Source: an optimization exercise on an open RTL-to-GDS flow (aim: small area, a short achievable clock period and few clock cycles per item). Production flows keep margins and buffers that such runs may drop.
Only simulation tests tie the RTL to the original design; equivalence was not proved.

**flow/constraint.sdc**
```tcl
create_clock -name core_clock -period 9.0 [get_ports {clk}]
set_input_delay 1.8000 -clock core_clock [delete_from_list [all_inputs] [get_ports {clk}]]
set_output_delay 1.8000 -clock core_clock [all_outputs]
set_load 0.01 [all_outputs]
```
**flow/config.mk**
```make
export PLATFORM = sky130hd
export DESIGN_NAME = aes_dec_top
export DESIGN_NICKNAME = aes_dec_top
export VERILOG_FILES = /design/flow/design.v
export SDC_FILE = /design/flow/constraint.sdc
export NUM_CORES = 8
export LEC_CHECK = 0
export CAP_MARGIN = 20
export CORE_MARGIN = 2
export CORE_UTILIZATION = 30
export SETUP_SLACK_MARGIN = 1.4
export SLEW_MARGIN = 20
export SYNTH_HIERARCHICAL = 1
```
**flow/design.v**
```verilog
    function automatic logic [7:0] get_byte(input logic [127:0] b, input integer n);
        get_byte = b[8*(15-n) +: 8];
    endfunction
    function automatic logic [31:0] get_word(input logic [127:0] b, input integer k);
        get_word = {get_byte(b, k + 12), get_byte(b, k + 8), get_byte(b, k + 4), get_byte(b, k)};
    endfunction
    function automatic logic [7:0] rcon(input logic [3:0] i);
        case (i)
            4'd1:    rcon = 8'h01;
            4'd2:    rcon = 8'h02;
            4'd3:    rcon = 8'h04;
            4'd4:    rcon = 8'h08;
            4'd5:    rcon = 8'h10;
            4'd6:    rcon = 8'h20;
            4'd7:    rcon = 8'h40;
            4'd8:    rcon = 8'h80;
            4'd9:    rcon = 8'h1b;
            4'd10:   rcon = 8'h36;
            default: rcon = 8'h00;
        endcase
    endfunction
`timescale 1ns/1ps
module aes_dec_regs (
    input  logic         clk,
    input  logic         avs_read_i,
    input  logic         avs_write_i,
    input  logic [3:0]   avs_address_i,
    input  logic [31:0]  avs_writedata_i,
    input  logic         decrypt_busy_i,
    input  logic         key_ready_i,
    input  logic [127:0] plaintext_i,
    output logic [31:0]  avs_readdata_o,
    output logic         avs_waitrequest_o,
    output logic         expand_start_o,
    output logic         decrypt_start_o,
    output logic [127:0] cipher_key_o,
    output logic [127:0] ciphertext_o
);
    function automatic logic [7:0] get_byte(input logic [127:0] b, input integer n);
        get_byte = b[8*(15-n) +: 8];
    endfunction
    function automatic logic [31:0] get_word(input logic [127:0] b, input integer k);
        get_word = {get_byte(b, k + 12), get_byte(b, k + 8), get_byte(b, k + 4), get_byte(b, k)};
    endfunction
    function automatic logic [7:0] rcon(input logic [3:0] i);
        case (i)
            4'd1:    rcon = 8'h01;
            4'd2:    rcon = 8'h02;
            4'd3:    rcon = 8'h04;
            4'd4:    rcon = 8'h08;
            4'd5:    rcon = 8'h10;
            4'd6:    rcon = 8'h20;
            4'd7:    rcon = 8'h40;
            4'd8:    rcon = 8'h80;
            4'd9:    rcon = 8'h1b;
            4'd10:   rcon = 8'h36;
            default: rcon = 8'h00;
        endcase
    endfunction
    logic [3:0]   addr;
    logic         sel_key;
    logic         sel_ct;
    logic         sel_exp;
    logic         sel_dec;
    logic         wr_acc;
    logic [127:0] key_q;
    logic [127:0] ct_q;
    assign addr    = avs_address_i;
    assign sel_key = (addr[3:2] == 2'd0);
    assign sel_ct  = (addr[3:2] == 2'd1);
    assign sel_exp = (addr == 4'(8));
    assign sel_dec = (addr == 4'(9));
    assign avs_waitrequest_o = (avs_read_i  && sel_key && decrypt_busy_i) ||
                               (avs_write_i && sel_exp && decrypt_busy_i) ||
                               (avs_write_i && sel_dec && !key_ready_i);
    assign wr_acc          = avs_write_i && !avs_waitrequest_o;
    assign expand_start_o  = wr_acc && sel_exp;
    assign decrypt_start_o = wr_acc && sel_dec;
    always_ff @(posedge clk) begin
        for (int k = 0; k < 4; k++) begin
            for (int i = 0; i < 4; i++) begin
                if (wr_acc && sel_key && addr[1:0] == 2'(k)) begin
                    key_q[8*(15-(k+4*i)) +: 8] <= avs_writedata_i[8*i +: 8];
                end
                if (wr_acc && sel_ct && addr[1:0] == 2'(k)) begin
                    ct_q[8*(15-(k+4*i)) +: 8] <= avs_writedata_i[8*i +: 8];
                end
            end
        end
    end
    assign cipher_key_o = key_q;
    assign ciphertext_o = ct_q;
    always_comb begin
        avs_readdata_o = '0;
        if (sel_key) begin
            avs_readdata_o = get_word(plaintext_i, addr[1:0]);
        end
    end
endmodule
`timescale 1ns/1ps
module aes_key_expand (
    input  logic         clk,
    input  logic         rst_n,
    input  logic         expand_start_i,
    input  logic         decrypt_start_i,
    input  logic         decrypt_busy_i,
    input  logic [127:0] cipher_key_i,
    output logic         key_ready_o,
    output logic         last_round_o,
    output logic [127:0] whiten_key_o,
    output logic [127:0] round_key_o
);
    function automatic logic [7:0] get_byte(input logic [127:0] b, input integer n);
        get_byte = b[8*(15-n) +: 8];
    endfunction
    function automatic logic [31:0] get_word(input logic [127:0] b, input integer k);
        get_word = {get_byte(b, k + 12), get_byte(b, k + 8), get_byte(b, k + 4), get_byte(b, k)};
    endfunction
    function automatic logic [7:0] rcon(input logic [3:0] i);
        case (i)
            4'd1:    rcon = 8'h01;
            4'd2:    rcon = 8'h02;
            4'd3:    rcon = 8'h04;
            4'd4:    rcon = 8'h08;
            4'd5:    rcon = 8'h10;
            4'd6:    rcon = 8'h20;
            4'd7:    rcon = 8'h40;
            4'd8:    rcon = 8'h80;
            4'd9:    rcon = 8'h1b;
            4'd10:   rcon = 8'h36;
            default: rcon = 8'h00;
        endcase
    endfunction
    localparam logic [3:0] LAST_IDX = 4'(10);
    logic [127:0] rk_q;      
    logic [3:0]   idx_q;
    logic [31:0]  sub_q;     
    logic         walk;      
    logic         step_back;
    logic [31:0]  k0, k1, k2, k3;
    logic [31:0]  sub;
    logic [31:0]  w0;
    logic [127:0] fwd_key;
    logic [127:0] bwd_key;
    assign {k0, k1, k2, k3} = rk_q;
    assign walk      = !decrypt_busy_i && (idx_q != LAST_IDX);
    assign step_back = decrypt_start_i || (decrypt_busy_i && idx_q != 4'd1);
    for (genvar i = 0; i < 4; i++) begin : g_sbox
        aes_sbox u_sbox (.x(sub_q[8*((i+3)%4) +: 8]), .y(sub[8*i +: 8]));
    end
    assign w0      = k0 ^ sub ^ {rcon(walk ? idx_q + 4'd1 : idx_q), 24'h000000};
    assign fwd_key = {w0, k1 ^ w0, k2 ^ k1 ^ w0, k3 ^ k2 ^ k1 ^ w0};
    assign bwd_key = {w0, k0 ^ k1, k1 ^ k2, k2 ^ k3};
    always_ff @(posedge clk) begin
        if (!rst_n) begin
            idx_q <= LAST_IDX;
        end else if (expand_start_i) begin
            idx_q <= 4'd0;
        end else if (step_back) begin
            idx_q <= idx_q - 4'd1;
        end else if (walk) begin
            idx_q <= idx_q + 4'd1;
        end
    end
    always_ff @(posedge clk) begin
        if (expand_start_i) begin
            rk_q  <= cipher_key_i;
            sub_q <= cipher_key_i[31:0];
        end else if (step_back) begin
            rk_q  <= bwd_key;
            sub_q <= k3 ^ k1;                  
        end else if (decrypt_busy_i) begin
            sub_q <= k3;                       
        end else if (walk) begin
            rk_q  <= fwd_key;
            if (idx_q == LAST_IDX - 4'd1) begin
                sub_q <= k3;                   
            end else begin
                sub_q <= fwd_key[31:0];
            end
        end
    end
    assign key_ready_o  = (idx_q == LAST_IDX) && !decrypt_busy_i;
    assign last_round_o = (idx_q == 4'd1);
    assign whiten_key_o = rk_q;
    assign round_key_o  = bwd_key;
endmodule
`timescale 1ns/1ps
module aes_dec_core (
    input  logic         clk,
    input  logic         rst_n,
    input  logic         decrypt_start_i,
    input  logic         last_round_i,
    input  logic [127:0] ciphertext_i,
    input  logic [127:0] whiten_key_i,
    input  logic [127:0] round_key_i,
    output logic         decrypt_busy_o,
    output logic [127:0] plaintext_o
);
    function automatic logic [7:0] get_byte(input logic [127:0] b, input integer n);
        get_byte = b[8*(15-n) +: 8];
    endfunction
    function automatic logic [31:0] get_word(input logic [127:0] b, input integer k);
        get_word = {get_byte(b, k + 12), get_byte(b, k + 8), get_byte(b, k + 4), get_byte(b, k)};
    endfunction
    function automatic logic [7:0] rcon(input logic [3:0] i);
        case (i)
            4'd1:    rcon = 8'h01;
            4'd2:    rcon = 8'h02;
            4'd3:    rcon = 8'h04;
            4'd4:    rcon = 8'h08;
            4'd5:    rcon = 8'h10;
            4'd6:    rcon = 8'h20;
            4'd7:    rcon = 8'h40;
            4'd8:    rcon = 8'h80;
            4'd9:    rcon = 8'h1b;
            4'd10:   rcon = 8'h36;
            default: rcon = 8'h00;
        endcase
    endfunction
    logic         busy_q;
    logic [127:0] state_q;
    logic [127:0] imc;
    logic [127:0] sub_in;
    logic [127:0] nxt;
    for (genvar c = 0; c < 4; c++) begin : g_imc
        aes_imc_col u_imc (
            .a({state_q[127-32*c-24 -: 8], state_q[127-32*c-16 -: 8],
                state_q[127-32*c-8 -: 8], state_q[127-32*c -: 8]}),
            .y({imc[127-32*c-24 -: 8], imc[127-32*c-16 -: 8],
                imc[127-32*c-8 -: 8], imc[127-32*c -: 8]})
        );
    end
    assign sub_in = busy_q ? imc : (ciphertext_i ^ whiten_key_i);
    for (genvar r = 0; r < 4; r++) begin : g_row
        for (genvar c = 0; c < 4; c++) begin : g_col
            aes_inv_sbox_ark u_isbox (
                .x({round_key_i[8*(15-(r+4*c)) +: 8],
                    sub_in[8*(15-(r+4*((c+4-r)%4))) +: 8]}),
                .y(nxt[8*(15-(r+4*c)) +: 8])
            );
        end
    end
    always_ff @(posedge clk) begin
        if (!rst_n) begin
            busy_q <= 1'b0;
        end else if (decrypt_start_i) begin
            busy_q <= 1'b1;
        end else if (last_round_i) begin
            busy_q <= 1'b0;
        end
    end
    always_ff @(posedge clk) begin
        if (decrypt_start_i || busy_q) begin
            state_q <= nxt;
        end
    end
    assign decrypt_busy_o = busy_q;
    assign plaintext_o    = state_q;
endmodule
module aes_g_xor(input logic a, input logic b, output logic y);
    assign y = a ^ b;
endmodule
module aes_g_xnor(input logic a, input logic b, output logic y);
    assign y = ~(a ^ b);
endmodule
module aes_g_and(input logic a, input logic b, output logic y);
    assign y = a & b;
endmodule
module aes_g_nand(input logic a, input logic b, output logic y);
    assign y = ~(a & b);
endmodule
module aes_g_or(input logic a, input logic b, output logic y);
    assign y = a | b;
endmodule
module aes_g_nor(input logic a, input logic b, output logic y);
    assign y = ~(a | b);
endmodule
module aes_g_andn(input logic a, input logic b, output logic y);
    assign y = ~a & b;
endmodule
module aes_g_nandn(input logic a, input logic b, output logic y);
    assign y = a | ~b;
endmodule
module aes_inv_sbox_ark (
    input  logic [15:0] x,
    output logic [7:0] y
);
    logic P0, P1, P2, P3, P4, P5, P6, P7, P8, P9, P10, P11;
    logic P12, P13, P14, P15, P16, P17, P18, P19, P20, P21, P22, P23;
    logic P24, P25, P26, P27, P28, P29, M1, M2, M3, M4, M5, M6;
    logic M7, M8, M9, M10, M11, M12, M13, M14, M15, M16, M17, M18;
    logic M19, M20, M21, M22, M23, M24, M25, M26, M27, M28, M29, M30;
    logic M31, M32, M33, M34, M35, M36, M37, M38, M39, M40, M41, M42;
    logic M43, M44, M45, M46, M47, M48, M49, M50, M51, M52, M53, M54;
    logic M55, M56, M57, M58, M59, M60, M61, M62, M63, Q0, Q1, Q2;
    logic Q3, Q4, Q5, Q6, Q7, Q8, Q9, Q10, Q11, Q12, Q13, Q14;
    logic Q15, Q16, Q17, Q18, Q19, Q20, Q21, Q22, Q23, Q24, Q25, Q26;
    logic Q27, Q28, Q29, Q30, Q31, Q32, Q33, Q34, Q35, Q36, Q37, Q38;
    logic Q39, Q40, Q41, Q42;
    aes_g_xor u0 (.a(x[4]), .b(x[6]), .y(P0));
    aes_g_xor u1 (.a(x[0]), .b(x[1]), .y(P1));
    aes_g_xnor u2 (.a(x[3]), .b(x[4]), .y(P2));
    aes_g_xor u3 (.a(x[6]), .b(x[7]), .y(P3));
    aes_g_xor u4 (.a(P0), .b(P1), .y(P4));
    aes_g_xor u5 (.a(x[2]), .b(x[5]), .y(P5));
    aes_g_xor u6 (.a(x[0]), .b(x[3]), .y(P6));
    aes_g_xor u7 (.a(x[3]), .b(x[6]), .y(P7));
    aes_g_xor u8 (.a(x[7]), .b(P0), .y(P8));
    aes_g_xor u9 (.a(P1), .b(P3), .y(P9));
    aes_g_xor u10 (.a(x[1]), .b(x[2]), .y(P10));
    aes_g_xor u11 (.a(x[0]), .b(x[5]), .y(P11));
    aes_g_xor u12 (.a(x[2]), .b(x[3]), .y(P12));
    aes_g_xor u13 (.a(x[2]), .b(x[7]), .y(P13));
    aes_g_xnor u14 (.a(x[4]), .b(x[7]), .y(P14));
    aes_g_xor u15 (.a(x[1]), .b(x[5]), .y(P15));
    aes_g_xnor u16 (.a(P3), .b(P6), .y(P16));
    aes_g_xor u17 (.a(x[7]), .b(P5), .y(P17));
    aes_g_xnor u18 (.a(x[5]), .b(P2), .y(P18));
    aes_g_xor u19 (.a(P7), .b(P15), .y(P19));
    aes_g_xor u20 (.a(P1), .b(P7), .y(P20));
    aes_g_xor u21 (.a(P0), .b(P11), .y(P21));
    aes_g_xor u22 (.a(P1), .b(P2), .y(P22));
    aes_g_xnor u23 (.a(P2), .b(P10), .y(P23));
    aes_g_xnor u24 (.a(P0), .b(P5), .y(P24));
    aes_g_xnor u25 (.a(x[0]), .b(P2), .y(P25));
    aes_g_xor u26 (.a(P4), .b(P13), .y(P26));
    aes_g_xor u27 (.a(P9), .b(P12), .y(P27));
    aes_g_xor u28 (.a(x[3]), .b(P8), .y(P28));
    aes_g_xnor u29 (.a(x[5]), .b(P4), .y(P29));
    aes_g_nor u30 (.a(P9), .b(P24), .y(M1));
    aes_g_nor u31 (.a(P14), .b(P8), .y(M2));
    aes_g_xnor u32 (.a(P27), .b(M1), .y(M3));
    aes_g_nor u33 (.a(P4), .b(P17), .y(M4));
    aes_g_xor u34 (.a(M4), .b(M1), .y(M5));
    aes_g_nor u35 (.a(P22), .b(P19), .y(M6));
    aes_g_nor u36 (.a(P0), .b(P25), .y(M7));
    aes_g_xnor u37 (.a(P21), .b(M6), .y(M8));
    aes_g_nor u38 (.a(P20), .b(P29), .y(M9));
    aes_g_xor u39 (.a(M9), .b(M6), .y(M10));
    aes_g_nor u40 (.a(P2), .b(P26), .y(M11));
    aes_g_nor u41 (.a(P28), .b(P23), .y(M12));
    aes_g_xor u42 (.a(M12), .b(M11), .y(M13));
    aes_g_nor u43 (.a(P3), .b(P16), .y(M14));
    aes_g_xor u44 (.a(M14), .b(M11), .y(M15));
    aes_g_xor u45 (.a(M3), .b(M2), .y(M16));
    aes_g_xnor u46 (.a(M5), .b(P6), .y(M17));
    aes_g_xor u47 (.a(M8), .b(M7), .y(M18));
    aes_g_xor u48 (.a(M10), .b(M15), .y(M19));
    aes_g_xor u49 (.a(M16), .b(M13), .y(M20));
    aes_g_xor u50 (.a(M17), .b(M15), .y(M21));
    aes_g_xor u51 (.a(M18), .b(M13), .y(M22));
    aes_g_xnor u52 (.a(M19), .b(P18), .y(M23));
    aes_g_xnor u53 (.a(M22), .b(M23), .y(M24));
    aes_g_nand u54 (.a(M22), .b(M20), .y(M25));
    aes_g_xor u55 (.a(M21), .b(M25), .y(M26));
    aes_g_xnor u56 (.a(M20), .b(M21), .y(M27));
    aes_g_xor u57 (.a(M23), .b(M25), .y(M28));
    aes_g_nor u58 (.a(M28), .b(M27), .y(M29));
    aes_g_nor u59 (.a(M26), .b(M24), .y(M30));
    aes_g_nand u60 (.a(M20), .b(M23), .y(M31));
    aes_g_nor u61 (.a(M27), .b(M31), .y(M32));
    aes_g_xor u62 (.a(M27), .b(M25), .y(M33));
    aes_g_nand u63 (.a(M21), .b(M22), .y(M34));
    aes_g_nor u64 (.a(M24), .b(M34), .y(M35));
    aes_g_xor u65 (.a(M24), .b(M25), .y(M36));
    aes_g_xnor u66 (.a(M21), .b(M29), .y(M37));
    aes_g_xnor u67 (.a(M32), .b(M33), .y(M38));
    aes_g_xnor u68 (.a(M23), .b(M30), .y(M39));
    aes_g_xnor u69 (.a(M35), .b(M36), .y(M40));
    aes_g_xnor u70 (.a(M38), .b(M40), .y(M41));
    aes_g_xnor u71 (.a(M37), .b(M39), .y(M42));
    aes_g_xnor u72 (.a(M37), .b(M38), .y(M43));
    aes_g_xnor u73 (.a(M39), .b(M40), .y(M44));
    aes_g_xnor u74 (.a(M42), .b(M41), .y(M45));
    aes_g_nor u75 (.a(M44), .b(P24), .y(M46));
    aes_g_nor u76 (.a(M40), .b(P8), .y(M47));
    aes_g_nor u77 (.a(M39), .b(P17), .y(M48));
    aes_g_nor u78 (.a(M43), .b(P19), .y(M49));
    aes_g_nor u79 (.a(M38), .b(P25), .y(M50));
    aes_g_nor u80 (.a(M37), .b(P29), .y(M51));
    aes_g_nor u81 (.a(M42), .b(P26), .y(M52));
    aes_g_nor u82 (.a(M45), .b(P23), .y(M53));
    aes_g_nor u83 (.a(M41), .b(P16), .y(M54));
    aes_g_nor u84 (.a(M44), .b(P9), .y(M55));
    aes_g_nor u85 (.a(M40), .b(P14), .y(M56));
    aes_g_nor u86 (.a(M39), .b(P4), .y(M57));
    aes_g_nor u87 (.a(M43), .b(P22), .y(M58));
    aes_g_nor u88 (.a(M38), .b(P0), .y(M59));
    aes_g_nor u89 (.a(M37), .b(P20), .y(M60));
    aes_g_nor u90 (.a(M42), .b(P2), .y(M61));
    aes_g_nor u91 (.a(M45), .b(P28), .y(M62));
    aes_g_nor u92 (.a(M41), .b(P3), .y(M63));
    aes_g_xor u93 (.a(M52), .b(M61), .y(Q0));
    aes_g_xor u94 (.a(M58), .b(Q0), .y(Q1));
    aes_g_xor u95 (.a(M59), .b(Q1), .y(Q2));
    aes_g_xor u96 (.a(M54), .b(M62), .y(Q3));
    aes_g_xor u97 (.a(M47), .b(M50), .y(Q4));
    aes_g_xor u98 (.a(M48), .b(M56), .y(Q5));
    aes_g_xor u99 (.a(Q2), .b(Q3), .y(Q6));
    aes_g_xor u100 (.a(M57), .b(M63), .y(Q7));
    aes_g_xor u101 (.a(M60), .b(Q4), .y(Q8));
    aes_g_xor u102 (.a(M49), .b(Q5), .y(Q9));
    aes_g_xor u103 (.a(M46), .b(M51), .y(Q10));
    aes_g_xor u104 (.a(M50), .b(M53), .y(Q11));
    aes_g_xor u105 (.a(Q8), .b(Q9), .y(Q12));
    aes_g_xor u106 (.a(Q2), .b(Q11), .y(Q13));
    aes_g_xor u107 (.a(M59), .b(x[14]), .y(Q14));
    aes_g_xor u108 (.a(M54), .b(M63), .y(Q15));
    aes_g_xor u109 (.a(M48), .b(x[12]), .y(Q16));
    aes_g_xor u110 (.a(M51), .b(x[15]), .y(Q17));
    aes_g_xor u111 (.a(M57), .b(x[13]), .y(Q18));
    aes_g_xor u112 (.a(x[10]), .b(Q4), .y(Q19));
    aes_g_xor u113 (.a(M55), .b(M61), .y(Q20));
    aes_g_xor u114 (.a(Q5), .b(Q7), .y(Q21));
    aes_g_xor u115 (.a(M49), .b(Q17), .y(Q22));
    aes_g_xor u116 (.a(M55), .b(Q15), .y(Q23));
    aes_g_xor u117 (.a(M49), .b(x[9]), .y(Q24));
    aes_g_xor u118 (.a(x[8]), .b(Q7), .y(Q25));
    aes_g_xor u119 (.a(M46), .b(Q16), .y(Q26));
    aes_g_xor u120 (.a(Q10), .b(Q19), .y(Q27));
    aes_g_xor u121 (.a(Q14), .b(Q23), .y(Q28));
    aes_g_xor u122 (.a(x[11]), .b(Q10), .y(Q29));
    aes_g_xor u123 (.a(Q20), .b(Q25), .y(Q30));
    aes_g_xor u124 (.a(M62), .b(Q24), .y(Q31));
    aes_g_xor u125 (.a(Q3), .b(Q12), .y(Q32));
    aes_g_xor u126 (.a(Q21), .b(Q29), .y(Q33));
    aes_g_xor u127 (.a(Q0), .b(Q12), .y(Q34));
    aes_g_xor u128 (.a(Q1), .b(Q18), .y(Q35));
    aes_g_xor u129 (.a(Q28), .b(Q34), .y(Q36));
    aes_g_xor u130 (.a(Q32), .b(Q35), .y(Q37));
    aes_g_xor u131 (.a(Q13), .b(Q33), .y(Q38));
    aes_g_xor u132 (.a(Q13), .b(Q31), .y(Q39));
    aes_g_xor u133 (.a(Q6), .b(Q26), .y(Q40));
    aes_g_xor u134 (.a(Q6), .b(Q22), .y(Q41));
    aes_g_xor u135 (.a(Q6), .b(Q27), .y(Q42));
    assign y[0] = Q30;
    assign y[1] = Q39;
    assign y[2] = Q42;
    assign y[3] = Q38;
    assign y[4] = Q40;
    assign y[5] = Q37;
    assign y[6] = Q36;
    assign y[7] = Q41;
endmodule
module aes_sbox (
    input  logic [7:0] x,
    output logic [7:0] y
);
    logic T1, T2, T3, T4, T5, T6, T7, T8, T9, T10, T11, T12;
    logic T13, T14, T15, T16, T17, T18, T19, T20, T21, T22, T23, T24;
    logic T25, T26, T27, M1, M2, M3, M4, M5, M6, M7, M8, M9;
    logic M10, M11, M12, M13, M14, M15, M16, M17, M18, M19, M20, M21;
    logic M22, M23, M24, M25, M26, M27, M28, M29, M30, M31, M32, M33;
    logic M34, M35, M36, M37, M38, M39, M40, M41, M42, M43, M44, M45;
    logic M46, M47, M48, M49, M50, M51, M52, M53, M54, M55, M56, M57;
    logic M58, M59, M60, M61, M62, M63, L0, L1, L2, L3, L4, L5;
    logic L6, L7, L8, L9, L10, L11, L12, L13, L14, L15, L16, L17;
    logic L18, L19, L20, L21, L22, L23, L24, L25, L26, L27, L28, L29;
    logic S0, S1, S2, S3, S4, S5, S6, S7;
    aes_g_xnor u0 (.a(x[7]), .b(x[4]), .y(T1));
    aes_g_xnor u1 (.a(x[7]), .b(x[2]), .y(T2));
    aes_g_xnor u2 (.a(x[7]), .b(x[1]), .y(T3));
    aes_g_xnor u3 (.a(x[4]), .b(x[2]), .y(T4));
    aes_g_xor u4 (.a(x[3]), .b(x[1]), .y(T5));
    aes_g_xor u5 (.a(T1), .b(T5), .y(T6));
    aes_g_xor u6 (.a(x[6]), .b(x[5]), .y(T7));
    aes_g_xor u7 (.a(x[0]), .b(T6), .y(T8));
    aes_g_xnor u8 (.a(x[0]), .b(T7), .y(T9));
    aes_g_xor u9 (.a(T6), .b(T7), .y(T10));
    aes_g_xor u10 (.a(x[6]), .b(x[2]), .y(T11));
    aes_g_xor u11 (.a(x[5]), .b(x[2]), .y(T12));
    aes_g_xnor u12 (.a(T3), .b(T4), .y(T13));
    aes_g_xnor u13 (.a(T6), .b(T11), .y(T14));
    aes_g_xnor u14 (.a(T5), .b(T11), .y(T15));
    aes_g_xnor u15 (.a(T5), .b(T12), .y(T16));
    aes_g_xnor u16 (.a(T9), .b(T16), .y(T17));
    aes_g_xor u17 (.a(x[4]), .b(x[0]), .y(T18));
    aes_g_xor u18 (.a(T7), .b(T18), .y(T19));
    aes_g_xor u19 (.a(T1), .b(T19), .y(T20));
    aes_g_xor u20 (.a(x[1]), .b(x[0]), .y(T21));
    aes_g_xnor u21 (.a(T7), .b(T21), .y(T22));
    aes_g_xnor u22 (.a(T2), .b(T22), .y(T23));
    aes_g_xor u23 (.a(T2), .b(T10), .y(T24));
    aes_g_xor u24 (.a(T20), .b(T17), .y(T25));
    aes_g_xor u25 (.a(T3), .b(T16), .y(T26));
    aes_g_xor u26 (.a(T1), .b(T12), .y(T27));
    aes_g_nor u27 (.a(T13), .b(T6), .y(M1));
    aes_g_nor u28 (.a(T23), .b(T8), .y(M2));
    aes_g_xor u29 (.a(T14), .b(M1), .y(M3));
    aes_g_nand u30 (.a(T19), .b(x[0]), .y(M4));
    aes_g_xnor u31 (.a(M4), .b(M1), .y(M5));
    aes_g_nor u32 (.a(T3), .b(T16), .y(M6));
    aes_g_nor u33 (.a(T22), .b(T9), .y(M7));
    aes_g_xor u34 (.a(T26), .b(M6), .y(M8));
    aes_g_nor u35 (.a(T20), .b(T17), .y(M9));
    aes_g_xor u36 (.a(M9), .b(M6), .y(M10));
    aes_g_nor u37 (.a(T1), .b(T15), .y(M11));
    aes_g_nor u38 (.a(T4), .b(T27), .y(M12));
    aes_g_xor u39 (.a(M12), .b(M11), .y(M13));
    aes_g_nor u40 (.a(T2), .b(T10), .y(M14));
    aes_g_xor u41 (.a(M14), .b(M11), .y(M15));
    aes_g_xor u42 (.a(M3), .b(M2), .y(M16));
    aes_g_xor u43 (.a(M5), .b(T24), .y(M17));
    aes_g_xor u44 (.a(M8), .b(M7), .y(M18));
    aes_g_xor u45 (.a(M10), .b(M15), .y(M19));
    aes_g_xor u46 (.a(M16), .b(M13), .y(M20));
    aes_g_xor u47 (.a(M17), .b(M15), .y(M21));
    aes_g_xor u48 (.a(M18), .b(M13), .y(M22));
    aes_g_xor u49 (.a(M19), .b(T25), .y(M23));
    aes_g_xnor u50 (.a(M22), .b(M23), .y(M24));
    aes_g_nand u51 (.a(M22), .b(M20), .y(M25));
    aes_g_xor u52 (.a(M21), .b(M25), .y(M26));
    aes_g_xnor u53 (.a(M20), .b(M21), .y(M27));
    aes_g_xor u54 (.a(M23), .b(M25), .y(M28));
    aes_g_nor u55 (.a(M28), .b(M27), .y(M29));
    aes_g_nor u56 (.a(M26), .b(M24), .y(M30));
    aes_g_nand u57 (.a(M20), .b(M23), .y(M31));
    aes_g_nor u58 (.a(M27), .b(M31), .y(M32));
    aes_g_xor u59 (.a(M27), .b(M25), .y(M33));
    aes_g_nand u60 (.a(M21), .b(M22), .y(M34));
    aes_g_nor u61 (.a(M24), .b(M34), .y(M35));
    aes_g_xor u62 (.a(M24), .b(M25), .y(M36));
    aes_g_xnor u63 (.a(M21), .b(M29), .y(M37));
    aes_g_xnor u64 (.a(M32), .b(M33), .y(M38));
    aes_g_xor u65 (.a(M23), .b(M30), .y(M39));
    aes_g_xnor u66 (.a(M35), .b(M36), .y(M40));
    aes_g_xnor u67 (.a(M38), .b(M40), .y(M41));
    aes_g_xor u68 (.a(M37), .b(M39), .y(M42));
    aes_g_xnor u69 (.a(M37), .b(M38), .y(M43));
    aes_g_xor u70 (.a(M39), .b(M40), .y(M44));
    aes_g_xnor u71 (.a(M42), .b(M41), .y(M45));
    aes_g_nor u72 (.a(M44), .b(T6), .y(M46));
    aes_g_nor u73 (.a(M40), .b(T8), .y(M47));
    aes_g_nand u74 (.a(M39), .b(x[0]), .y(M48));
    aes_g_nor u75 (.a(M43), .b(T16), .y(M49));
    aes_g_nor u76 (.a(M38), .b(T9), .y(M50));
    aes_g_nor u77 (.a(M37), .b(T17), .y(M51));
    aes_g_nor u78 (.a(M42), .b(T15), .y(M52));
    aes_g_nor u79 (.a(M45), .b(T27), .y(M53));
    aes_g_nor u80 (.a(M41), .b(T10), .y(M54));
    aes_g_nor u81 (.a(M44), .b(T13), .y(M55));
    aes_g_nor u82 (.a(M40), .b(T23), .y(M56));
    aes_g_nand u83 (.a(M39), .b(T19), .y(M57));
    aes_g_nor u84 (.a(M43), .b(T3), .y(M58));
    aes_g_nor u85 (.a(M38), .b(T22), .y(M59));
    aes_g_nor u86 (.a(M37), .b(T20), .y(M60));
    aes_g_nor u87 (.a(M42), .b(T1), .y(M61));
    aes_g_nor u88 (.a(M45), .b(T4), .y(M62));
    aes_g_nor u89 (.a(M41), .b(T2), .y(M63));
    aes_g_xor u90 (.a(M61), .b(M62), .y(L0));
    aes_g_xor u91 (.a(M50), .b(M56), .y(L1));
    aes_g_xnor u92 (.a(M46), .b(M48), .y(L2));
    aes_g_xor u93 (.a(M47), .b(M55), .y(L3));
    aes_g_xor u94 (.a(M54), .b(M58), .y(L4));
    aes_g_xor u95 (.a(M49), .b(M61), .y(L5));
    aes_g_xor u96 (.a(M62), .b(L5), .y(L6));
    aes_g_xor u97 (.a(M46), .b(L3), .y(L7));
    aes_g_xor u98 (.a(M51), .b(M59), .y(L8));
    aes_g_xor u99 (.a(M52), .b(M53), .y(L9));
    aes_g_xor u100 (.a(M53), .b(L4), .y(L10));
    aes_g_xor u101 (.a(M60), .b(L2), .y(L11));
    aes_g_xnor u102 (.a(M48), .b(M51), .y(L12));
    aes_g_xor u103 (.a(M50), .b(L0), .y(L13));
    aes_g_xor u104 (.a(M52), .b(M61), .y(L14));
    aes_g_xor u105 (.a(M55), .b(L1), .y(L15));
    aes_g_xor u106 (.a(M56), .b(L0), .y(L16));
    aes_g_xnor u107 (.a(M57), .b(L1), .y(L17));
    aes_g_xor u108 (.a(M58), .b(L8), .y(L18));
    aes_g_xor u109 (.a(M63), .b(L4), .y(L19));
    aes_g_xor u110 (.a(L0), .b(L1), .y(L20));
    aes_g_xor u111 (.a(L1), .b(L7), .y(L21));
    aes_g_xor u112 (.a(L3), .b(L12), .y(L22));
    aes_g_xor u113 (.a(L18), .b(L2), .y(L23));
    aes_g_xor u114 (.a(L15), .b(L9), .y(L24));
    aes_g_xor u115 (.a(L6), .b(L10), .y(L25));
    aes_g_xor u116 (.a(L7), .b(L9), .y(L26));
    aes_g_xor u117 (.a(L8), .b(L10), .y(L27));
    aes_g_xor u118 (.a(L11), .b(L14), .y(L28));
    aes_g_xor u119 (.a(L11), .b(L17), .y(L29));
    aes_g_xor u120 (.a(L6), .b(L24), .y(S0));
    aes_g_xnor u121 (.a(L16), .b(L26), .y(S1));
    aes_g_xnor u122 (.a(L19), .b(L28), .y(S2));
    aes_g_xor u123 (.a(L6), .b(L21), .y(S3));
    aes_g_xor u124 (.a(L20), .b(L22), .y(S4));
    aes_g_xor u125 (.a(L25), .b(L29), .y(S5));
    aes_g_xnor u126 (.a(L13), .b(L27), .y(S6));
    aes_g_xnor u127 (.a(L6), .b(L23), .y(S7));
    assign y[0] = S7;
    assign y[1] = S6;
    assign y[2] = S5;
    assign y[3] = S4;
    assign y[4] = S3;
    assign y[5] = S2;
    assign y[6] = S1;
    assign y[7] = S0;
endmodule
module aes_imc_col (
    input  logic [31:0] a,
    output logic [31:0] y
);
    logic T0, T1, T2, T3, T4, T5, T6, T7, T8, T9, T10, T11;
    logic T12, T13, T14, T15, T16, T17, T18, T19, T20, T21, T22, T23;
    logic T24, T25, T26, T27, T28, T29, T30, T31, T32, T33, T34, T35;
    logic T36, T37, T38, T39, T40, T41, T42, T43, T44, T45, T46, T47;
    logic T48, T49, T50, T51, T52, T53, T54, T55, T56, T57, T58, T59;
    logic T60, T61, T62, T63, T64, T65, T66, T67, T68, T69, T70, T71;
    logic T72, T73, T74, T75, T76, T77, T78, T79, T80, T81, T82, T83;
    logic T84, T85, T86, T87, T88, T89, T90, T91, T92, T93, T94, T95;
    logic T96, T97, T98, T99, T100, T101, T102, T103, T104, T105, T106, T107;
    logic T108, T109, T110, T111, T112, T113, T114, T115, T116, T117, T118, T119;
    logic T120, T121, T122, T123, T124, T125, T126, T127, T128, T129, T130, T131;
    logic T132, T133, T134, T135, T136, T137, T138, T139, T140, T141, T142, T143;
    logic T144, T145, T146, T147, T148, T149, T150, T151, T152, T153, T154, T155;
    logic T156, T157, T158, T159, T160, T161, T162, T163, T164, T165, T166, T167;
    logic T168, T169, T170, T171, T172;
    aes_g_xor u0 (.a(a[13]), .b(a[29]), .y(T0));
    aes_g_xor u1 (.a(a[5]), .b(a[21]), .y(T1));
    aes_g_xor u2 (.a(a[6]), .b(a[22]), .y(T2));
    aes_g_xor u3 (.a(a[14]), .b(a[30]), .y(T3));
    aes_g_xor u4 (.a(T0), .b(T1), .y(T4));
    aes_g_xor u5 (.a(a[11]), .b(a[23]), .y(T5));
    aes_g_xor u6 (.a(a[7]), .b(a[27]), .y(T6));
    aes_g_xor u7 (.a(a[19]), .b(a[31]), .y(T7));
    aes_g_xor u8 (.a(a[3]), .b(a[15]), .y(T8));
    aes_g_xor u9 (.a(a[18]), .b(T3), .y(T9));
    aes_g_xor u10 (.a(a[10]), .b(T2), .y(T10));
    aes_g_xor u11 (.a(a[1]), .b(T4), .y(T11));
    aes_g_xor u12 (.a(a[9]), .b(a[25]), .y(T12));
    aes_g_xor u13 (.a(a[4]), .b(a[20]), .y(T13));
    aes_g_xor u14 (.a(a[12]), .b(a[28]), .y(T14));
    aes_g_xor u15 (.a(a[0]), .b(a[16]), .y(T15));
    aes_g_xor u16 (.a(a[8]), .b(a[24]), .y(T16));
    aes_g_xor u17 (.a(a[26]), .b(T10), .y(T17));
    aes_g_xor u18 (.a(a[2]), .b(T9), .y(T18));
    aes_g_xor u19 (.a(T5), .b(T7), .y(T19));
    aes_g_xor u20 (.a(T6), .b(T8), .y(T20));
    aes_g_xor u21 (.a(a[17]), .b(T12), .y(T21));
    aes_g_xor u22 (.a(a[7]), .b(a[23]), .y(T22));
    aes_g_xor u23 (.a(a[15]), .b(a[31]), .y(T23));
    aes_g_xor u24 (.a(a[17]), .b(T2), .y(T24));
    aes_g_xor u25 (.a(T15), .b(T16), .y(T25));
    aes_g_xor u26 (.a(T13), .b(T14), .y(T26));
    aes_g_xor u27 (.a(T19), .b(T20), .y(T27));
    aes_g_xor u28 (.a(T3), .b(T4), .y(T28));
    aes_g_xor u29 (.a(T11), .b(T21), .y(T29));
    aes_g_xor u30 (.a(T17), .b(T18), .y(T30));
    aes_g_xor u31 (.a(T11), .b(T24), .y(T31));
    aes_g_xor u32 (.a(a[15]), .b(a[23]), .y(T32));
    aes_g_xor u33 (.a(a[7]), .b(a[31]), .y(T33));
    aes_g_xor u34 (.a(a[23]), .b(a[31]), .y(T34));
    aes_g_xor u35 (.a(a[7]), .b(a[15]), .y(T35));
    aes_g_xor u36 (.a(a[2]), .b(a[17]), .y(T36));
    aes_g_xor u37 (.a(T5), .b(T8), .y(T37));
    aes_g_xor u38 (.a(a[4]), .b(T7), .y(T38));
    aes_g_xor u39 (.a(T5), .b(T6), .y(T39));
    aes_g_xor u40 (.a(T15), .b(T23), .y(T40));
    aes_g_xor u41 (.a(T2), .b(T14), .y(T41));
    aes_g_xor u42 (.a(T3), .b(T13), .y(T42));
    aes_g_xor u43 (.a(T2), .b(T16), .y(T43));
    aes_g_xor u44 (.a(T16), .b(T22), .y(T44));
    aes_g_xor u45 (.a(T0), .b(T8), .y(T45));
    aes_g_xor u46 (.a(T1), .b(T23), .y(T46));
    aes_g_xor u47 (.a(T0), .b(T22), .y(T47));
    aes_g_xor u48 (.a(a[26]), .b(T25), .y(T48));
    aes_g_xor u49 (.a(T1), .b(T39), .y(T49));
    aes_g_xor u50 (.a(T4), .b(T43), .y(T50));
    aes_g_xor u51 (.a(a[6]), .b(T26), .y(T51));
    aes_g_xor u52 (.a(a[22]), .b(T26), .y(T52));
    aes_g_xor u53 (.a(T17), .b(T40), .y(T53));
    aes_g_xor u54 (.a(T18), .b(T44), .y(T54));
    aes_g_xor u55 (.a(T27), .b(T41), .y(T55));
    aes_g_xor u56 (.a(T28), .b(T32), .y(T56));
    aes_g_xor u57 (.a(T27), .b(T42), .y(T57));
    aes_g_xor u58 (.a(a[13]), .b(a[30]), .y(T58));
    aes_g_xor u59 (.a(a[5]), .b(a[22]), .y(T59));
    aes_g_xor u60 (.a(a[4]), .b(a[28]), .y(T60));
    aes_g_xor u61 (.a(a[7]), .b(a[30]), .y(T61));
    aes_g_xor u62 (.a(a[1]), .b(a[9]), .y(T62));
    aes_g_xor u63 (.a(a[12]), .b(a[20]), .y(T63));
    aes_g_xor u64 (.a(a[1]), .b(a[25]), .y(T64));
    aes_g_xor u65 (.a(a[21]), .b(a[29]), .y(T65));
    aes_g_xor u66 (.a(a[14]), .b(a[23]), .y(T66));
    aes_g_xor u67 (.a(a[5]), .b(a[14]), .y(T67));
    aes_g_xor u68 (.a(a[8]), .b(a[16]), .y(T68));
    aes_g_xor u69 (.a(a[3]), .b(a[10]), .y(T69));
    aes_g_xor u70 (.a(a[2]), .b(a[19]), .y(T70));
    aes_g_xor u71 (.a(a[15]), .b(a[30]), .y(T71));
    aes_g_xor u72 (.a(a[12]), .b(a[21]), .y(T72));
    aes_g_xor u73 (.a(a[0]), .b(a[8]), .y(T73));
    aes_g_xor u74 (.a(a[11]), .b(a[18]), .y(T74));
    aes_g_xor u75 (.a(a[5]), .b(a[28]), .y(T75));
    aes_g_xor u76 (.a(a[16]), .b(a[24]), .y(T76));
    aes_g_xor u77 (.a(a[9]), .b(a[24]), .y(T77));
    aes_g_xor u78 (.a(a[9]), .b(a[26]), .y(T78));
    aes_g_xor u79 (.a(a[14]), .b(a[31]), .y(T79));
    aes_g_xor u80 (.a(a[25]), .b(T3), .y(T80));
    aes_g_xor u81 (.a(T7), .b(T69), .y(T81));
    aes_g_xor u82 (.a(T15), .b(T33), .y(T82));
    aes_g_xor u83 (.a(T34), .b(T68), .y(T83));
    aes_g_xor u84 (.a(a[24]), .b(T15), .y(T84));
    aes_g_xor u85 (.a(a[12]), .b(T13), .y(T85));
    aes_g_xor u86 (.a(a[29]), .b(T63), .y(T86));
    aes_g_xor u87 (.a(a[16]), .b(T35), .y(T87));
    aes_g_xor u88 (.a(T33), .b(T76), .y(T88));
    aes_g_xor u89 (.a(T6), .b(T12), .y(T89));
    aes_g_xor u90 (.a(a[0]), .b(T35), .y(T90));
    aes_g_xor u91 (.a(T7), .b(T75), .y(T91));
    aes_g_xor u92 (.a(a[28]), .b(T13), .y(T92));
    aes_g_xor u93 (.a(a[21]), .b(T58), .y(T93));
    aes_g_xor u94 (.a(T6), .b(T14), .y(T94));
    aes_g_xor u95 (.a(a[13]), .b(T59), .y(T95));
    aes_g_xor u96 (.a(a[27]), .b(T36), .y(T96));
    aes_g_xor u97 (.a(a[29]), .b(T67), .y(T97));
    aes_g_xor u98 (.a(T12), .b(T70), .y(T98));
    aes_g_xor u99 (.a(T3), .b(T12), .y(T99));
    aes_g_xor u100 (.a(a[20]), .b(T14), .y(T100));
    aes_g_xor u101 (.a(a[6]), .b(T65), .y(T101));
    aes_g_xor u102 (.a(a[0]), .b(T34), .y(T102));
    aes_g_xor u103 (.a(a[13]), .b(T60), .y(T103));
    aes_g_xor u104 (.a(a[8]), .b(T82), .y(T104));
    aes_g_xor u105 (.a(T9), .b(T25), .y(T105));
    aes_g_xor u106 (.a(T38), .b(T94), .y(T106));
    aes_g_xor u107 (.a(a[20]), .b(T45), .y(T107));
    aes_g_xor u108 (.a(T19), .b(T92), .y(T108));
    aes_g_xor u109 (.a(T10), .b(T96), .y(T109));
    aes_g_xor u110 (.a(T45), .b(T72), .y(T110));
    aes_g_xor u111 (.a(a[25]), .b(T83), .y(T111));
    aes_g_xor u112 (.a(T20), .b(T74), .y(T112));
    aes_g_xor u113 (.a(T4), .b(T81), .y(T113));
    aes_g_xor u114 (.a(T46), .b(T61), .y(T114));
    aes_g_xor u115 (.a(T10), .b(T64), .y(T115));
    aes_g_xor u116 (.a(T88), .b(T99), .y(T116));
    aes_g_xor u117 (.a(T37), .b(T98), .y(T117));
    aes_g_xor u118 (.a(T24), .b(T78), .y(T118));
    aes_g_xor u119 (.a(T37), .b(T100), .y(T119));
    aes_g_xor u120 (.a(T46), .b(T66), .y(T120));
    aes_g_xor u121 (.a(T47), .b(T79), .y(T121));
    aes_g_xor u122 (.a(T77), .b(T90), .y(T122));
    aes_g_xor u123 (.a(T36), .b(T80), .y(T123));
    aes_g_xor u124 (.a(T20), .b(T85), .y(T124));
    aes_g_xor u125 (.a(T19), .b(T25), .y(T125));
    aes_g_xor u126 (.a(T9), .b(T62), .y(T126));
    aes_g_xor u127 (.a(T21), .b(T73), .y(T127));
    aes_g_xor u128 (.a(T47), .b(T71), .y(T128));
    aes_g_xor u129 (.a(T11), .b(T116), .y(T129));
    aes_g_xor u130 (.a(T50), .b(T102), .y(T130));
    aes_g_xor u131 (.a(T28), .b(T117), .y(T131));
    aes_g_xor u132 (.a(T89), .b(T105), .y(T132));
    aes_g_xor u133 (.a(T18), .b(T106), .y(T133));
    aes_g_xor u134 (.a(T49), .b(T103), .y(T134));
    aes_g_xor u135 (.a(T52), .b(T121), .y(T135));
    aes_g_xor u136 (.a(T51), .b(T128), .y(T136));
    aes_g_xor u137 (.a(T109), .b(T125), .y(T137));
    aes_g_xor u138 (.a(T52), .b(T114), .y(T138));
    aes_g_xor u139 (.a(T48), .b(T112), .y(T139));
    aes_g_xor u140 (.a(T51), .b(T120), .y(T140));
    aes_g_xor u141 (.a(T18), .b(T119), .y(T141));
    aes_g_xor u142 (.a(T38), .b(T110), .y(T142));
    aes_g_xor u143 (.a(T50), .b(T87), .y(T143));
    aes_g_xor u144 (.a(T49), .b(T86), .y(T144));
    aes_g_xor u145 (.a(T28), .b(T104), .y(T145));
    aes_g_xor u146 (.a(T17), .b(T124), .y(T146));
    aes_g_xor u147 (.a(T91), .b(T107), .y(T147));
    aes_g_xor u148 (.a(T17), .b(T108), .y(T148));
    aes_g_xor u149 (.a(T11), .b(T137), .y(T149));
    aes_g_xor u150 (.a(T55), .b(T93), .y(T150));
    aes_g_xor u151 (.a(T53), .b(T123), .y(T151));
    aes_g_xor u152 (.a(T29), .b(T146), .y(T152));
    aes_g_xor u153 (.a(T54), .b(T118), .y(T153));
    aes_g_xor u154 (.a(T53), .b(T126), .y(T154));
    aes_g_xor u155 (.a(T56), .b(T84), .y(T155));
    aes_g_xor u156 (.a(T56), .b(T127), .y(T156));
    aes_g_xor u157 (.a(T30), .b(T142), .y(T157));
    aes_g_xor u158 (.a(T30), .b(T147), .y(T158));
    aes_g_xor u159 (.a(T29), .b(T148), .y(T159));
    aes_g_xor u160 (.a(T55), .b(T97), .y(T160));
    aes_g_xor u161 (.a(T31), .b(T139), .y(T161));
    aes_g_xor u162 (.a(T48), .b(T131), .y(T162));
    aes_g_xor u163 (.a(T30), .b(T144), .y(T163));
    aes_g_xor u164 (.a(T29), .b(T133), .y(T164));
    aes_g_xor u165 (.a(T54), .b(T115), .y(T165));
    aes_g_xor u166 (.a(T30), .b(T134), .y(T166));
    aes_g_xor u167 (.a(T31), .b(T122), .y(T167));
    aes_g_xor u168 (.a(T29), .b(T141), .y(T168));
    aes_g_xor u169 (.a(T57), .b(T101), .y(T169));
    aes_g_xor u170 (.a(T31), .b(T111), .y(T170));
    aes_g_xor u171 (.a(T113), .b(T132), .y(T171));
    aes_g_xor u172 (.a(T57), .b(T95), .y(T172));
    assign y[0] = T143;
    assign y[1] = T156;
    assign y[2] = T154;
    assign y[3] = T149;
    assign y[4] = T168;
    assign y[5] = T157;
    assign y[6] = T172;
    assign y[7] = T140;
    assign y[8] = T155;
    assign y[9] = T170;
    assign y[10] = T153;
    assign y[11] = T171;
    assign y[12] = T159;
    assign y[13] = T163;
    assign y[14] = T150;
    assign y[15] = T135;
    assign y[16] = T130;
    assign y[17] = T129;
    assign y[18] = T151;
    assign y[19] = T161;
    assign y[20] = T164;
    assign y[21] = T158;
    assign y[22] = T169;
    assign y[23] = T138;
    assign y[24] = T145;
    assign y[25] = T167;
    assign y[26] = T165;
    assign y[27] = T162;
    assign y[28] = T152;
    assign y[29] = T166;
    assign y[30] = T160;
    assign y[31] = T136;
endmodule
`timescale 1ns/1ps
module aes_dec_top (
    input  logic        clk,
    input  logic        rst_n,
    input  logic        avs_read_i,
    input  logic        avs_write_i,
    input  logic [3:0]  avs_address_i,
    input  logic [31:0] avs_writedata_i,
    output logic [31:0] avs_readdata_o,
    output logic        avs_waitrequest_o
);
    logic         expand_start;
    logic         decrypt_start;
    logic         decrypt_busy;
    logic         key_ready;
    logic         last_round;
    logic [127:0] cipher_key;
    logic [127:0] ciphertext;
    logic [127:0] plaintext;
    logic [127:0] whiten_key;
    logic [127:0] round_key;
    aes_dec_regs i_aes_dec_regs (
        .clk               (clk),
        .avs_read_i        (avs_read_i),
        .avs_write_i       (avs_write_i),
        .avs_address_i     (avs_address_i),
        .avs_writedata_i   (avs_writedata_i),
        .decrypt_busy_i    (decrypt_busy),
        .key_ready_i       (key_ready),
        .plaintext_i       (plaintext),
        .avs_readdata_o    (avs_readdata_o),
        .avs_waitrequest_o (avs_waitrequest_o),
        .expand_start_o    (expand_start),
        .decrypt_start_o   (decrypt_start),
        .cipher_key_o      (cipher_key),
        .ciphertext_o      (ciphertext)
    );
    aes_key_expand i_aes_key_expand (
        .clk             (clk),
        .rst_n           (rst_n),
        .expand_start_i  (expand_start),
        .decrypt_start_i (decrypt_start),
        .decrypt_busy_i  (decrypt_busy),
        .cipher_key_i    (cipher_key),
        .key_ready_o     (key_ready),
        .last_round_o    (last_round),
        .whiten_key_o    (whiten_key),
        .round_key_o     (round_key)
    );
    aes_dec_core i_aes_dec_core (
        .clk             (clk),
        .rst_n           (rst_n),
        .decrypt_start_i (decrypt_start),
        .last_round_i    (last_round),
        .ciphertext_i    (ciphertext),
        .whiten_key_i    (whiten_key),
        .round_key_i     (round_key),
        .decrypt_busy_o  (decrypt_busy),
        .plaintext_o     (plaintext)
    );
endmodule
```
**flow/run.sh**
```bash
#!/bin/bash
# synth_recipe.tcl (not shown) runs the flow's synth.tcl, then flattens the netlist and writes it again
# the make line also repeats each setting of config.mk as NAME=value (left out here)
make -C /OpenROAD-flow-scripts/flow DESIGN_CONFIG=/design/flow/config.mk WORK_HOME=/design/flow/orfs CLKGATE_MAP_FILE= SYNTH_SCRIPT=/design/flow/synth_recipe.tcl finish
```
==> results of run 1 <==
-- layout by cell type (no fill, tap or decap), types with 67 or more instances in the layout --
| cell | netlist | routed |
|---|---|---|
| xnor2_1 | 701 | 656 |
| nor2_1 | 689 | 682 |
| clkdlybuf4s50_1 | 0 | 70 |
| o21ai_2 | 84 | 89 |
| clkbuf_16 | 0 | 67 |
| buf_4 | 296 | 121 |
| xor2_1 | 2434 | 2314 |
| o21ai_0 | 152 | 140 |
| edfxtp_1 | 544 | 544 |
| xor2_2 | 1 | 99 |
| nand2_1 | 392 | 392 |
-- routing by layer --
metal  up-vias  track usage
li1      17630            -
met1     18750       0.2552
met2      1266       0.3068
met3       237      0.03524
met4         2      0.06517
met5         -            0
-- final timing paths --
kind                                   start                         end  depth (start not counted)
hold / removal     i_aes_dec_regs.key_q[122]  i_aes_key_expand.rk_q[122]                          2
hold reg to reg    i_aes_dec_regs.key_q[122]  i_aes_key_expand.rk_q[122]                          2
setup / recovery  i_aes_dec_core.state_q[22]  i_aes_dec_core.state_q[76]                         25
setup reg to reg  i_aes_dec_core.state_q[22]  i_aes_dec_core.state_q[76]                         25
-- state kept, by name (all words and copies together) (netlist names) --
register and flops:
i_aes_dec_regs.ct_q 128, i_aes_dec_core.busy_q 1, i_aes_key_expand.rk_q 128, i_aes_key_expand.sub_q 32, i_aes_key_expand.idx_q 4, i_aes_dec_regs.key_q 128, i_aes_dec_core.state_q 128
-- repair_timing --
item | CTS | global route
resized for setup | 33 | 166
endpoints found under the setup margin | 74 | 124
pin swaps | 1 | 14
buffers inserted | 0 | 42
-- worst min-delay path, delay by kind of cell (launching register included) --
kind,cells,cell delay [ns]
DFF,1,0.32
AOI/OAI and AO/OA,1,0.06
and+or+nand+nor,1,0.05
-- final cells by class --
class,instances,area [um2],share of cell area
tap,2385,2984,0.04906
clock inverter,46,550.5,0.009051
sequential,549,16440,0.2703
inverter,10,37.54,0.0006171
antenna,4,10.01,0.0001646
multi-input combinational,4744,37400,0.6149
timing repair buffer,198,1695,0.02787
clock buffer,75,1707,0.02806
-- per-module statistics from Yosys (local to each module, per instance), excerpt --
module,cells inside,area [um2]
aes_dec_core,545,6730
aes_g_xor,1,8.758
aes_g_xnor,1,8.758
aes_sbox,8,60.06
aes_imc_col,32,240.2
aes_inv_sbox_ark,8,60.06
aes_dec_regs,356,8808
aes_g_nor,1,3.754
aes_g_nand,1,3.754
aes_key_expand,1126,11130
-- logic make-up after synthesis --
| group | Yosys count | synth area share |
|---|---|---|
| fa+ha+maj | 4 | 0.0009095 |
| xor+xnor | 3143 | 0.5021 |
| flops | 549 | 0.2987 |
| buf+inv | 402 | 0.05098 |
| mux | 72 | 0.02101 |
| compound gates | 320 | 0.03843 |
| simple gates | 1205 | 0.08792 |
==> notes.md, run 1 <==
==================================================================================================
Status                                                                    timing/DRC/antenna clean
Class of the most critical setup path                                                      reg2reg
PortBufs                                                                                        72
Critical path buffer and inverter count                                                          1
Net count of the finished layout                                                             5,613
Die area                                                                               186,900 um2
FILL cells                                                                                  18,560
Number of nets in the synthesized netlist                                                    5,739
Clock tree buffer depth                                                                          3
Register-to-register path setup slack                                                      1.68 ns
Hold-fix buffer count after cts                                                                  0
Pre-CTS worst setup slack                                                                0.6939 ns
Endpoint type of the worst setup path                                                     register
Max-capacitance violation count                                                                  0
Sequential fraction of the synthesis area                                                   0.2987
Layout cell share with drive strength beyond 1                                              0.1030
Clock sinks                                                                                    549
Min Clock Period, post-route                                                              7.320 ns
Clock tree from TritonCTS                                                                     done
Placement row count                                                                            157
Die X-Extent                                                                              432.3 um
Required time of the worst setup path                                                      9.37 ns
Post-synth EDFFs                                                                               544
RePlAce Congestion                                                                          0.9804
Detailed-routed wire length on met3                                                       13.16 mm
Detailed-routed wire length on met2                                                       84.41 mm
Final-report hold violation count                                                                0
Top flip-flop cell by instance count after synthesis                                      edfxtp_1
Avg WL per Cell                                                                           22.90 um
H-Tree Level Count                                                                               3
Highest cell delay on the worst timing path                                                0.54 ns
Source-to-sink clock delay at the later pin of the worst-skew pair                         0.67 ns
Root buf cell                                                                            clkbuf_16
Die Ht                                                                                    432.3 um
Total routed wirelength                                                                   183.5 mm
Top cells by instance count after synthesis                                           xor2_1 (2,434), xnor2_1 (701), nor2_1 (689)
Max FO, Critical Path                                                                            5
Count of synthesis-stage warnings from yosys                                                     9
Cell mode on critical path                                                                  xor2_1
HPWL after detailed placement                                                             144.4 mm
Total track usage                                                                           0.1906
Count of unresolved DRC violations after routing                                                 0
Number of setup violations in the final report                                                   0
Area growth from synthesis to layout                                                        10.53%
Hold Path Class                                                                            reg2reg
Total of flip-flops plus latches after synthesis                                               549
Number of instances in the synthesized netlist                                               5,695
Area of the mapped netlist                                                              55,030 um2
Post-Layout Inst Area                                                                   60,820 um2
Clock transition time at the flip-flop clock pins of the worst setup and hold paths        0.06 ns
Number of instances in the placed design                                                     7,843
Fraction of post-synthesis cell area in the top cell type by area                           0.3874
Kind of launch point of the worst setup path                                              register
Final Non-Filler Cells                                                                       8,011
Pin count of the biggest net entering global routing                                           176
Via count of the first global-routing pass                                                  37,110
End-of-flow core utilization                                                                0.3329
Post-Synthesis Mean Instance Area                                                        9.663 um2
Post-synth cell types                                                                           61
Setup Skew                                                                              0.04780 ns
Starting Density                                                                            0.3012
Minimum setup slack in the final design                                                   1.680 ns
Slowest cell on the critical path                                                         edfxtp_1
Post-Route M1 WL                                                                          78.82 mm
Most common cell in the synthesized netlist                                                 xor2_1
Vias per inst                                                                                4.730
Worst hold slack across all endpoints                                                    0.4973 ns
Slew at the pin closest to its max-slew limit                                             1.220 ns
First-pass GRT wire length                                                                259.6 mm
Post-place instance area                                                                56,760 um2
Post-synth ARST share                                                                            0
Core region area                                                                       182,700 um2
Final clock period utilization by the worst path                                            0.8134
Cell type group with the largest total delay on the critical path                     XOR/XNOR gates
Setup_tns                                                                                     0 ns
Number of DRC violations after detailed-routing iteration 0                                  3,729
Unrepaired setup endpoints after global routing                                               true
Final number of max-transition violations                                                        0
Endpoint arrival time on the critical path                                                 7.69 ns
Leading cell types by total area after synthesis                                      xor2_1 (39%), edfxtp_1 (30%), xnor2_1 (11%)
I/O pin count                                                                                   73
Number of antenna violations at the first check in global routing                               12
Worst-case headroom to the max-slew limit                                                   0.1781
Routed Antenna Nets                                                                              0
Detailed-route via count                                                                    37,890
Cts bufs inserted                                                                               66
Count of TritonRoute iterations in the first routing pass                                        5
Synth area leader                                                                           xor2_1
Residual overflow from global routing                                                            0
Top routing layer in use                                                                      met5
Maximum clock frequency                                                                 0.1366 GHz
==================================================================================================
Testbench counts, summed over its fixed seeds: cycles 18,925, blocks 895.
==> inputs of run 2 (changes only) <==
--- a/flow/config.mk
+++ b/flow/config.mk
@@ -5,9 +5,9 @@
 export SDC_FILE = /design/flow/constraint.sdc
 export NUM_CORES = 8
 export LEC_CHECK = 0
-export CAP_MARGIN = 20
+export CAP_MARGIN = 0
 export CORE_MARGIN = 2
 export CORE_UTILIZATION = 30
 export SETUP_SLACK_MARGIN = 1.4
-export SLEW_MARGIN = 20
+export SLEW_MARGIN = 0
 export SYNTH_HIERARCHICAL = 1
==> notes.md, run 2 <==
==================================================================================================
Clock tree from TritonCTS                                                                     done   unchanged
Most common cell in the synthesized netlist                                                 xor2_1   unchanged
Core region area                                                                       182,700 um2   unchanged
Minimum setup slack in the final design                                                   1.722 ns   was 1.680 ns
Avg WL per Cell                                                                           22.96 um   was 22.90 um
Total of flip-flops plus latches after synthesis                                               549   unchanged
Endpoint arrival time on the critical path                                                 7.73 ns   was 7.69 ns
Post-synth ARST share                                                                            0   unchanged
Area of the mapped netlist                                                              55,030 um2   unchanged
RePlAce Congestion                                                                          0.9804   unchanged
Max-capacitance violation count                                                                  0   unchanged
Post-Synthesis Mean Instance Area                                                        9.663 um2   unchanged
Residual overflow from global routing                                                            0   unchanged
HPWL after detailed placement                                                             144.5 mm   was 144.4 mm
Final number of max-transition violations                                                        0   unchanged
Top cells by instance count after synthesis                                           xor2_1 (2,434), xnor2_1 (701), nor2_1 (689)   unchanged
Total track usage                                                                           0.1910   was 0.1906
Class of the most critical setup path                                                      reg2reg   unchanged
Final clock period utilization by the worst path                                            0.8086   was 0.8134
Post-place instance area                                                                56,750 um2   was 56,760 um2
Worst-case headroom to the max-slew limit                                                   0.1243   was 0.1781
Routed Antenna Nets                                                                              0   unchanged
Clock tree buffer depth                                                                          3   unchanged
Hold Path Class                                                                            reg2reg   unchanged
Xor/xnor cell area share of the yosys netlist                                               0.5021   unchanged
Top routing layer in use                                                                      met5   unchanged
Commonest cells after routing, fill and taps aside                                    xor2_1 (2,303), nor2_1 (682), xnor2_1 (647)   was xor2_1 (2,314), nor2_1 (682), xnor2_1 (656)
Detailed-routed wire length on met2                                                       84.53 mm   was 84.41 mm
Clock transition time at the flip-flop clock pins of the worst setup and hold paths        0.06 ns   about the same
Cell mode on critical path                                                                  xor2_1   unchanged
Number of antenna violations at the first check in global routing                               12   unchanged
Final-report hold violation count                                                                0   unchanged
Setup_tns                                                                                     0 ns   unchanged
Post-synth EDFFs                                                                               544   unchanged
Count of unresolved DRC violations after routing                                                 0   unchanged
Endpoint type of the worst setup path                                                     register   unchanged
Post-synth cell types                                                                           61   unchanged
Max FO, Critical Path                                                                            6   was 5
Multiplexer fraction of the synthesized cell area                                          0.02101   unchanged
Source-to-sink clock delay at the later pin of the worst-skew pair                         0.66 ns   was 0.67 ns
Number of DRC violations after detailed-routing iteration 0                                  3,692   was 3,729
Die Ht                                                                                    432.3 um   unchanged
Die area                                                                               186,900 um2   unchanged
Leading cell type in the layout, fill and taps excluded                                     xor2_1   unchanged
Starting Density                                                                            0.3012   unchanged
Fraction of post-synthesis cell area in the top cell type by area                           0.3874   unchanged
Vias per inst                                                                                4.759   was 4.730
Root buf cell                                                                            clkbuf_16   unchanged
Slew at the pin closest to its max-slew limit                                             1.300 ns   was 1.220 ns
Die X-Extent                                                                              432.3 um   unchanged
Count of synthesis-stage warnings from yosys                                                     9   unchanged
Via count of the first global-routing pass                                                  37,400   was 37,110
H-Tree Level Count                                                                               3   unchanged
Cts bufs inserted                                                                               66   unchanged
Top flip-flop cell by instance count after synthesis                                      edfxtp_1   unchanged
Hold-fix buffer count after cts                                                                  0   unchanged
Sequential fraction of the synthesis area                                                   0.2987   unchanged
I/O pin count                                                                                   73   unchanged
Unrepaired setup endpoints after global routing                                               true   unchanged
Post-Route M1 WL                                                                          77.73 mm   was 78.82 mm
Setup Skew                                                                              0.03474 ns   was 0.04780 ns
Total routed wirelength                                                                   183.4 mm   was 183.5 mm
Required time of the worst setup path                                                      9.45 ns   was 9.37 ns
Dominant combinational cell family by area after synthesis                            XOR/XNOR gates   unchanged
Adder-cell share of the synthesized area                                                 0.0009095   unchanged
Highest cell delay on the worst timing path                                                0.55 ns   was 0.54 ns
Area growth from synthesis to layout                                                        10.38%   was 10.53%
Kind of launch point of the worst setup path                                              register   unchanged
Leading cell types by total area after synthesis                                      xor2_1 (39%), edfxtp_1 (30%), xnor2_1 (11%)   unchanged
Post-Layout Inst Area                                                                   60,740 um2   was 60,820 um2
Clock sinks                                                                                    549   unchanged
Number of nets in the synthesized netlist                                                    5,739   unchanged
Min Clock Period, post-route                                                              7.278 ns   was 7.320 ns
Placement row count                                                                            157   unchanged
Worst-path cell chain                                                                 xor2_2 -> xor2_2 -> xor2_1 -> xor2_1 -> xor2_1 -> nand2_1 -> o21ai_2 -> xor2_4 -> xor2_2 -> xor2_1 -> nor2_1 -> xor2_1 -> xor2_1 -> xnor2_2 -> xnor2_1 -> nor2_1 -> xnor2_2 -> xnor2_1 -> nor2_1 -> xor2_1 -> xor2_1 -> xor2_2 -> xor2_2 -> xor2_1
Net count of the finished layout                                                             5,595   was 5,613
Area fraction in and, or, nand and nor cells after synthesis                               0.08792   unchanged
Layout cell share with drive strength beyond 1                                              0.1030   about the same
Number of instances in the synthesized netlist                                               5,695   unchanged
Pin count of the biggest net entering global routing                                           176   unchanged
Pre-CTS worst setup slack                                                                0.6977 ns   was 0.6939 ns
PortBufs                                                                                        72   unchanged
Maximum clock frequency                                                                 0.1374 GHz   was 0.1366 GHz
Post-synthesis compound-gate area fraction                                                 0.03842   unchanged
Slowest cell on the critical path                                                         edfxtp_1   unchanged
Count of TritonRoute iterations in the first routing pass                                        5   unchanged
Number of setup violations in the final report                                                   0   unchanged
Detailed-route via count                                                                    38,010   was 37,890
First-pass GRT wire length                                                                259.9 mm   was 259.6 mm
Status                                                                    timing/DRC/antenna clean   unchanged
Synth area leader                                                                           xor2_1   unchanged
Detailed-routed wire length on met3                                                       14.31 mm   was 13.16 mm
==================================================================================================
run 2: path summary, 6_finish.rpt:
check                        startpoint                          to  slack [ns]  cells after the start
max          i_aes_dec_core.state_q[71]  i_aes_dec_core.state_q[12]        1.72                     24
min reg2reg   i_aes_dec_regs.key_q[122]  i_aes_key_expand.rk_q[122]        0.51                      2
max reg2reg  i_aes_dec_core.state_q[71]  i_aes_dec_core.state_q[12]        1.72                     24
min           i_aes_dec_regs.key_q[122]  i_aes_key_expand.rk_q[122]        0.51                      2
run 2: worst max-delay path, delay by kind of cell, from the launching register on:
kind	cells	cell delay, ns
xor gates and xnor gates	19	5.69
DFF	1	0.55
AOI/OAI and AO/OA	1	0.23
and+or+nand+nor	4	0.59
run 2: layer usage:
metal	vias up	global-route usage
met1	18840	0.2523
met2	1309	0.3110
met4	6	0.05829
met5	-	0
li1	17600	-
met3	266	0.04035
run 2: logic make-up after synthesis:
kind of cell | count (synthesis)
flip-flops | 549
multiplexers | 72
buffers and inverters | 402
adder cells (fa/ha/maj) | 4
AND/OR/NAND/NOR | 1205
AO/OA/AOI/OAI | 320
XOR/XNOR | 3143
run 2: repair_timing:
| action | in CTS | in global routing |
|---|---|---|
| endpoints found under the setup margin | 78 | 128 |
| gates resized for setup | 36 | 191 |
| pin swaps | 1 | 10 |
| setup buffers | 0 | 27 |
run 2: layout make-up:
type	count	area (um2)
Fill cell	18540	121900
Multi-Input combinational cell	4744	37540
Sequential cell	549	16440
Tap cell	2385	2984
Clock buffer	78	1739
Timing Repair Buffer	180	1562
Clock inverter	40	440.4
Inverter	10	37.54
Antenna cell	1	2.502
run 2: per-module statistics from Yosys, one instance, submodules excluded, a selection:
| module | flops+latches | area [um2] | cells | times used |
|---|---|---|---|---|
| aes_dec_regs | 256 | 8808 | 356 | 1 |
| aes_sbox | 0 | 60.06 | 8 | 4 |
| aes_g_xnor | 0 | 8.758 | 1 | 480 |
| aes_inv_sbox_ark | 0 | 60.06 | 8 | 16 |
| aes_imc_col | 0 | 240.2 | 32 | 4 |
| aes_key_expand | 164 | 11130 | 1126 | 1 |
| aes_g_nand | 0 | 3.754 | 1 | 72 |
| aes_dec_core | 129 | 6730 | 545 | 1 |
| aes_g_nor | 0 | 3.754 | 1 | 608 |
| aes_g_xor | 0 | 8.758 | 1 | 2220 |
run 2: through the flow:
stage               std cells  utilization  hold WS [ns]
floorplan                5695            -        0.4984
finish                   7987       0.3325        0.5111
global placement         7841       0.3106        0.5052
detailed placement       7841       0.3106        0.5106
CTS                      7959       0.3240        0.5124
global route             7986       0.3325        0.5336

## port drivers added, routing unchanged
In the flow no input, the clock included, has a driving cell. The finished layouts below were timed again as built, in two steps. Step 1 (the two cells are an assumption about what drives the block):
set clk [get_ports {clk}]
set_driving_cell -lib_cell sky130_fd_sc_hd__clkbuf_16 $clk
set_driving_cell -lib_cell sky130_fd_sc_hd__buf_2 [delete_from_list [all_inputs] $clk]
Step 2 also shifts input and output timing later by t, the mid clock arrival at the registers, as if the neighbouring blocks saw the same clock. Three values: ideal ports, drivers, drivers and shift; two values: the first two.
| run | shift t [ns] | slack for setup (ns) | worst setup path at the end | latest minus earliest clock arrival (ns) |
|---|---|---|---|---|
| run 1 | 0.726 | 1.680 / 1.680 / 1.680 | register to register | 0.049 / 0.049 |
| run 2 | 0.722 | 1.722 / 1.722 / 1.722 | register to register | 0.039 / 0.039 |
After both steps every run listed still meets setup and hold.
